Context: an optimization exercise on an open-source flow, tuned for small area. The choices shown serve that exercise and are no tape-out recipe. In this exercise RTL edits were held to simulation tests only and were not proved equivalent to the original.

==> build 59 <==
// morphPipeline
module morphPipeline (
    input  logic        PCLK,
    input  logic        reset_i,
    input  logic [7:0]  luma_i,
    input  logic [7:0]  threshold_i,
    input  logic [1:0]  mode_i,
    output logic [11:0] hCnt_o,
    output logic [10:0] vCnt_o,
    output logic        pixel_o,
    output logic [11:0] outHCnt_o,
    output logic [10:0] outVCnt_o,
    output logic        outValid_o
);
==> module videoTiming, before the edit <==
module videoTiming (
    input  logic                     PCLK,
    input  logic                     reset_i,
    output logic [morphPkg::H_W-1:0] h_o,
    output logic [morphPkg::V_W-1:0] v_o
);
    logic hLast;
    logic vLast;
    assign hLast = h_o[8] & h_o[6] & h_o[2] & h_o[1] & h_o[0];
    assign vLast = v_o[7] & v_o[6] & v_o[5] & v_o[4] & v_o[0];
    always_ff @(posedge PCLK) begin
        if (reset_i) begin
            h_o <= '0;
            v_o <= '0;
        end else if (hLast) begin
            h_o <= '0;
            v_o <= (vLast) ? '0 : v_o + 1'b1;
        end else begin
            h_o <= h_o + 1'b1;
        end
    end
endmodule
==> module morphStage, before the edit <==
module morphStage (
    input  logic PCLK,
    input  logic isOpen_i,
    input  logic isClose_i,
    input  logic row0_i,       
    input  logic keepOpen_i,   
    input  logic keepClose_i,  
    input  logic bit_i,
    output logic s2_o
);
    localparam int L = morphPkg::LINE;
    logic [L:0]   laneA;
    logic [L-1:0] laneP;
    logic [L-1:0] laneQ;
    logic aO, p1, q1;    
    logic aH, p2, q2;    
    logic bH;            
    logic v1, v1a, v1b;
    logic s1;
    logic v2, v2a, v2b;
    logic pN, qN;
    morphWindow #(.LEN(L + 1)) lineA (.PCLK(PCLK), .d_i(bit_i), .sr_o(laneA));
    morphWindow #(.LEN(L))     lineP (.PCLK(PCLK), .d_i(pN),    .sr_o(laneP));
    morphWindow #(.LEN(L))     lineQ (.PCLK(PCLK), .d_i(qN),    .sr_o(laneQ));
    assign aO = laneA[L-1] & ~row0_i;
    assign p1 = laneP[L-2] & ~row0_i;
    assign q1 = laneQ[L-2] & ~row0_i;
    assign aH = laneA[L]   & ~row0_i;
    assign p2 = laneP[L-1] & ~row0_i;
    assign q2 = laneQ[L-1] & ~row0_i;
    assign bH = laneA[0];
    always_comb begin
        if (isOpen_i)       v1 = aO & (p1 | q1) & bit_i;
        else if (isClose_i) v1 = aO | (p1 & q1) | bit_i;
        else                v1 = aO;
    end
    always_ff @(posedge PCLK) begin
        v1a <= v1;
        v1b <= v1a;
    end
    always_comb begin
        if (isOpen_i)       s1 = v1b & v1a & v1;
        else if (isClose_i) s1 = v1b | v1a | v1;
        else                s1 = v1a;
    end
    always_comb begin
        if (isOpen_i) begin
            v2 = p2 | s1;
            pN = s1 | (p2 & q2);
            qN = pN ? s1 : (aH & bH);
        end else if (isClose_i) begin
            v2 = p2 & s1;
            pN = s1 & (p2 | q2);
            qN = pN ? (aH | bH) : s1;
        end else begin
            v2 = p2;
            pN = s1;
            qN = 1'b0;
        end
    end
    always_ff @(posedge PCLK) begin
        v2a <= v2;
        v2b <= v2a;
    end
    always_comb begin
        if (isOpen_i)       s2_o = (v2b | v2a | v2) & keepOpen_i;
        else if (isClose_i) s2_o = (v2b & v2a & v2) & keepClose_i;
        else                s2_o = v2a;
    end
endmodule
==> module morphPipeline, before the edit <==
module morphPipeline (
    input  logic        PCLK,
    input  logic        reset_i,
    input  logic [7:0]  luma_i,
    input  logic [7:0]  threshold_i,
    input  logic [1:0]  mode_i,
    output logic [11:0] hCnt_o,
    output logic [10:0] vCnt_o,
    output logic        pixel_o,
    output logic [11:0] outHCnt_o,
    output logic [10:0] outVCnt_o,
    output logic        outValid_o
);
    logic [morphPkg::H_W-1:0] h;
    logic [morphPkg::V_W-1:0] v;
    logic       frameStart;
    logic       active;
    logic       bin;
    logic [1:0] modeLatch;
    logic [1:0] modeUse;
    logic       hEdge1, vEdge1, hEdge2, vEdge2;
    logic       s2;
    logic [2:0] outPipe;
    videoTiming timing (
        .PCLK    (PCLK),
        .reset_i (reset_i),
        .h_o     (h),
        .v_o     (v)
    );
    assign hCnt_o = {3'b000, h};
    assign vCnt_o = {3'b000, v};
    assign active     = ~(h[8] & h[6]) & ~(&v[7:4]);
    assign frameStart = (h == '0) && (v == '0);
    assign modeUse = frameStart ? mode_i : modeLatch;
    always_ff @(posedge PCLK) begin
        modeLatch <= modeUse;
    end
    binarizer binarize (
        .PCLK         (PCLK),
        .reset_i      (reset_i),
        .frameStart_i (frameStart),
        .active_i     (active),
        .luma_i       (luma_i),
        .threshold_i  (threshold_i),
        .bit_o        (bin)
    );
    assign hEdge1 = (h == 9'd2) || (h == 9'd321);
    assign vEdge1 = (v == 8'd2) || (v == 8'd241);
    assign hEdge2 = hEdge1 || (h == 9'd3) || (h == 9'd320);
    assign vEdge2 = vEdge1 || (v == 8'd3) || (v == 8'd240);
    morphStage engine (
        .PCLK        (PCLK),
        .isOpen_i    (modeLatch == 2'd1),
        .isClose_i   (modeLatch == 2'd2),
        .row0_i      (v == '0),
        .keepOpen_i  (~hEdge1 & ~vEdge1),
        .keepClose_i (~hEdge2 & ~vEdge2),
        .bit_i       (bin),
        .s2_o        (s2)
    );
    always_ff @(posedge PCLK) begin
        outPipe <= {outPipe[1:0], s2};
    end
    assign outValid_o = (h >= 9'd5) && (h <= 9'd324) && (v >= 8'd2);
    assign pixel_o    = outPipe[2] & outValid_o;
    assign outHCnt_o  = {3'b000, h - 9'd5};
    assign outVCnt_o  = {3'b000, v - 8'd2};
endmodule
make LEC_CHECK=0 CAP_MARGIN=20 CORE_MARGIN=2 CORE_UTILIZATION=45 CTS_BUF_LIST=sky130_fd_sc_hd__clkbuf_8 CTS_CLUSTER_DIAMETER=60 CTS_CLUSTER_SIZE=20 SLEW_MARGIN=20 finish   # period 10.0 ns
run.sh (not shown) runs the stock make flow with config.mk's settings and CLKGATE_MAP_FILE= SYNTH_SCRIPT=/design/flow/synth_recipe.tcl, a recipe that flattens the netlist after the stock synthesis.
==> build 23 (differences from build 59) <==
--- a/flow/design.v
+++ b/flow/design.v
@@ -13,18 +13,15 @@
     output logic [morphPkg::V_W-1:0] v_o
 );
-    logic hLast;
-    logic vLast;
+    logic                     hLast;
+    logic                     vLast;
+    logic [morphPkg::H_W-1:0] hNext;
+    logic [morphPkg::V_W-1:0] vNext;
     assign hLast = h_o[8] & h_o[6] & h_o[2] & h_o[1] & h_o[0];
     assign vLast = v_o[7] & v_o[6] & v_o[5] & v_o[4] & v_o[0];
-    always_ff @(posedge PCLK) begin
-        if (reset_i) begin
-            h_o <= '0;
-            v_o <= '0;
-        end else if (hLast) begin
-            h_o <= '0;
-            v_o <= (vLast) ? '0 : v_o + 1'b1;
-        end else begin
-            h_o <= h_o + 1'b1;
-        end
+    assign hNext = (h_o + 1'b1) & {morphPkg::H_W{~(reset_i | hLast)}};
+    assign vNext = hLast ? ((v_o + 1'b1) & {morphPkg::V_W{~vLast}}) : v_o;
+    always_ff @(posedge PCLK) begin
+        h_o <= hNext;
+        v_o <= vNext & {morphPkg::V_W{~reset_i}};
     end
 endmodule
@@ -64,4 +61,5 @@
     input  logic isOpen_i,
     input  logic isClose_i,
+    input  logic odd_i,        
     input  logic row0_i,       
     input  logic keepOpen_i,   
@@ -70,33 +68,55 @@
     output logic s2_o
 );
-    localparam int L = morphPkg::LINE;
-    logic [L:0]   laneA;
-    logic [L-1:0] laneP;
-    logic [L-1:0] laneQ;
-    logic aO, p1, q1;    
-    logic aH, p2, q2;    
-    logic bH;            
-    logic v1, v1a, v1b;
-    logic s1;
-    logic v2, v2a, v2b;
-    logic pN, qN;
-    morphWindow #(.LEN(L + 1)) lineA (.PCLK(PCLK), .d_i(bit_i), .sr_o(laneA));
-    morphWindow #(.LEN(L))     lineP (.PCLK(PCLK), .d_i(pN),    .sr_o(laneP));
-    morphWindow #(.LEN(L))     lineQ (.PCLK(PCLK), .d_i(qN),    .sr_o(laneQ));
-    assign aO = laneA[L-1] & ~row0_i;
-    assign p1 = laneP[L-2] & ~row0_i;
-    assign q1 = laneQ[L-2] & ~row0_i;
-    assign aH = laneA[L]   & ~row0_i;
-    assign p2 = laneP[L-1] & ~row0_i;
-    assign q2 = laneQ[L-1] & ~row0_i;
-    assign bH = laneA[0];
-    always_comb begin
-        if (isOpen_i)       v1 = aO & (p1 | q1) & bit_i;
-        else if (isClose_i) v1 = aO | (p1 & q1) | bit_i;
-        else                v1 = aO;
+    localparam int L  = morphPkg::LINE;
+    localparam int LS = morphPkg::LINE / 2;
+    logic [L:0]    lane1;
+    logic [L:0]    lane0;
+    logic [LS:0]   laneS;
+    logic isPass;
+    logic inv;
+    logic [1:0] cA, pA;    
+    logic [1:0] cB, pB;    
+    logic       gA, gB;
+    logic [3:0] dA, dB;    
+    logic       a1, c1;
+    logic       a2, e2, m2, p2;
+    logic       bH;
+    logic       v1, v1a, v1b;
+    logic       s1;
+    logic       v2, v2a, v2b;
+    logic       cN, mN;
+    logic [3:0] nN;
+    logic [1:0] code;
+    logic       tN, tH;
+    assign isPass = ~isOpen_i & ~isClose_i;
+    assign inv    = isClose_i;
+    morphWindow #(.LEN(L + 1)) line1 (.PCLK(PCLK), .d_i(code[1]), .sr_o(lane1));
+    morphWindow #(.LEN(L + 1)) line0 (.PCLK(PCLK), .d_i(code[0]), .sr_o(lane0));
+    always_ff @(posedge PCLK) begin
+        laneS <= {laneS[LS-1:0], odd_i ? laneS[LS] : (tH & tN)};
+    end
+    function automatic logic [3:0] decode(input logic [1:0] c, input logic [1:0] p, input logic g);
+        logic hi;
+        hi = g | (c == 2'd1 && p == 2'd0);
+        decode[3] = ~(c[1] & c[0]) & (c[1] | c[0] | hi);
+        decode[2] = (c[1] & ~c[0]) | (~c[1] & hi);
+        decode[1] = ~c[1] & ~c[0] & hi;
+        decode[0] = ~c[1] & (~c[0] | hi);
+    endfunction
+    assign cA = {lane1[L-2], lane0[L-2]};
+    assign pA = odd_i ? {lane1[L-1], lane0[L-1]} : {lane1[L-3], lane0[L-3]};
+    assign gA = odd_i ? laneS[LS-3] : laneS[LS-4];
+    assign dA = decode(cA, pA, gA);
+    assign a1 = (isPass ? cA[1] : dA[3] ^ inv) & ~row0_i;
+    assign c1 = (dA[2] ^ inv) & ~row0_i;
+    always_comb begin
+        if (isOpen_i)       v1 = c1 & bit_i;
+        else if (isClose_i) v1 = c1 | bit_i;
+        else                v1 = a1;
     end
     always_ff @(posedge PCLK) begin
         v1a <= v1;
         v1b <= v1a;
+        bH  <= bit_i;
     end
     always_comb begin
@@ -105,20 +125,40 @@
         else                s1 = v1a;
     end
+    assign cB = {lane1[L-1], lane0[L-1]};
+    assign pB = odd_i ? {lane1[L-2], lane0[L-2]} : {lane1[L], lane0[L]};
+    assign gB = odd_i ? laneS[LS-3] : laneS[LS-2];
+    assign dB = decode(cB, pB, gB);
+    assign a2 = (dB[3] ^ inv) & ~row0_i;
+    assign e2 = (dB[1] ^ inv) & ~row0_i;
+    assign m2 = (dB[0] ^ inv) & ~row0_i;
+    assign p2 = cB[0] & ~row0_i;
     always_comb begin
         if (isOpen_i) begin
-            v2 = p2 | s1;
-            pN = s1 | (p2 & q2);
-            qN = pN ? s1 : (aH & bH);
+            v2 = m2 | s1;
+            cN = a2 & bH;
+            mN = s1 | e2;
         end else if (isClose_i) begin
-            v2 = p2 & s1;
-            pN = s1 & (p2 | q2);
-            qN = pN ? (aH | bH) : s1;
+            v2 = m2 & s1;
+            cN = a2 | bH;
+            mN = s1 & e2;
         end else begin
             v2 = p2;
-            pN = s1;
-            qN = 1'b0;
+            cN = 1'b0;
+            mN = 1'b0;
         end
     end
-    always_ff @(posedge PCLK) begin
+    assign nN = {bH, cN, s1, mN} ^ {4{inv}};
+    always_comb begin
+        if (isPass) begin
+            code = {bH, s1};
+            tN   = 1'b1;
+        end else begin
+            code[1] = ~nN[0] & (~nN[3] | nN[2]);
+            code[0] = (~nN[3] & ~nN[0]) | (nN[3] & ~nN[2]) | (nN[2] & nN[0] & ~nN[1]);
+            tN      = code[1] | (nN[2] & nN[0]);
+        end
+    end
+    always_ff @(posedge PCLK) begin
+        tH  <= tN;
         v2a <= v2;
         v2b <= v2a;
@@ -177,12 +217,13 @@
         .bit_o        (bin)
     );
-    assign hEdge1 = (h == 9'd2) || (h == 9'd321);
-    assign vEdge1 = (v == 8'd2) || (v == 8'd241);
-    assign hEdge2 = hEdge1 || (h == 9'd3) || (h == 9'd320);
-    assign vEdge2 = vEdge1 || (v == 8'd3) || (v == 8'd240);
+    assign hEdge1 = (~|h[8:2] & ~h[0]) | (h[8] & h[6] & h[0]);       
+    assign vEdge1 = (~|v[7:2] & ~v[0]) | (&v[7:4] & v[0]);           
+    assign hEdge2 = ~|h[8:2] | (h[8] & h[6]);                        
+    assign vEdge2 = ~|v[7:2] | (&v[7:4]);                            
     morphStage engine (
         .PCLK        (PCLK),
-        .isOpen_i    (modeLatch == 2'd1),
-        .isClose_i   (modeLatch == 2'd2),
+        .isOpen_i    (modeUse == 2'd1),
+        .isClose_i   (modeUse == 2'd2),
+        .odd_i       (h[0]),
         .row0_i      (v == '0),
         .keepOpen_i  (~hEdge1 & ~vEdge1),
@@ -194,5 +235,5 @@
         outPipe <= {outPipe[1:0], s2};
     end
-    assign outValid_o = (h >= 9'd5) && (h <= 9'd324) && (v >= 8'd2);
+    assign outValid_o = (h >= 9'd5) && ~(h[8] & h[6] & h[2] & (h[1] | h[0])) && (|v[7:1]);
     assign pixel_o    = outPipe[2] & outValid_o;
     assign outHCnt_o  = {3'b000, h - 9'd5};
==> flow/flow/run.sh (new file) <==
#!/bin/bash
# The standard layout (the standard.sh, unchanged synthesis), with the
# port buffers that placement inserts made of the smallest buffer cell.
set -euo pipefail
export BUFFER_PORTS_ARGS="-buffer_cell sky130_fd_sc_hd__buf_1"
bash standard.sh > standard_flow.log 2>&1
==> flow/standard.sh (new file) <==
#!/bin/bash
# synth_recipe.tcl (not shown) runs the flow's synth.tcl, then flattens the netlist and writes it again
# the make line also repeats each setting of config.mk as NAME=value (left out here)
make -C /OpenROAD-flow-scripts/flow DESIGN_CONFIG=/design/flow/config.mk WORK_HOME=/design/flow/orfs CLKGATE_MAP_FILE= SYNTH_SCRIPT=/design/flow/synth_recipe.tcl "${@:-finish}"
--- a/flow/config.mk
+++ b/flow/config.mk
@@ -6,4 +6,5 @@
 export NUM_CORES = 4
 export LEC_CHECK = 0
+export ABC_AREA = 1
 export CAP_MARGIN = 20
 export CORE_MARGIN = 2
removed: flow/run.sh
==> run summary <==
| quantity | build 59 | build 23 |
|---|---|---|
| Status | no timing/DRC/antenna violations | no timing/DRC/antenna violations |
| Met2 track demand over resource in global routing | 0.1171 | 0.1285 |
| GR Util All Layers | 0.09312 | 0.09997 |
| Area of the die | 0.05061 mm2 | 0.04393 mm2 |
| Max-Slew Margin vs Limit | 0.5950 | 0.5999 |
| Wire length of the first global-routing pass | 38530 um | 36000 um |
| Part of the Yosys area used for sequential elements | 0.9294 | 0.9040 |
| Hold Path End | engine.lineA.sr_o[251] | engine.line0.sr_o[168] |
| Via count of the first global-routing pass | 7793 | 7333 |
| Synth top area share | 0.9267 | 0.9040 |
| Starting Density | 0.4582 | 0.4545 |
| Final setup margin | 5.271 ns | 5.508 ns |
| Setup crit start | timing.h_o[0] | timing.h_o[0] |
| Worst Min Path Start | engine.lineA.sr_o[250] | engine.line0.sr_o[167] |
| Die outline width | 225.0 um | 209.6 um |
| #FFs+latches synth | 1019 | 859 |
| Average size of a mapped cell | 17.66 um2 | 15.77 um2 |
| Combined area of all synthesized cells | 0.02197 mm2 | 0.01902 mm2 |

## what the ideal ports hide
No port has a modelled driver above. Below, the same layouts with a new extraction and two added sets of constraints.
Step 1 sets driving cells, clkbuf_16 on the clock port and buf_2 on the other inputs (assumed; they add their load-dependent delay and slew).
Step 2 also shifts input and output timing later by t, the mid clock arrival at the registers, as if the neighbouring blocks saw the same clock.
a / b / c = ideal ports / drivers / drivers and shift; a / b = the first two.
| run | shift t [ns] | setup slack, ns | worst hold slack (ns) | clock arrival spread, ns |
|---|---|---|---|---|
| build 59 | 0.724 | 5.271 / 5.224 / 5.563 | 0.310 / 0.310 / 0.310 | 0.047 / 0.047 |
| build 23 | 0.678 | 5.508 / 5.462 / 5.712 | 0.325 / 0.325 / 0.325 | 0.016 / 0.016 |
After both steps setup and hold are still met in every run listed.
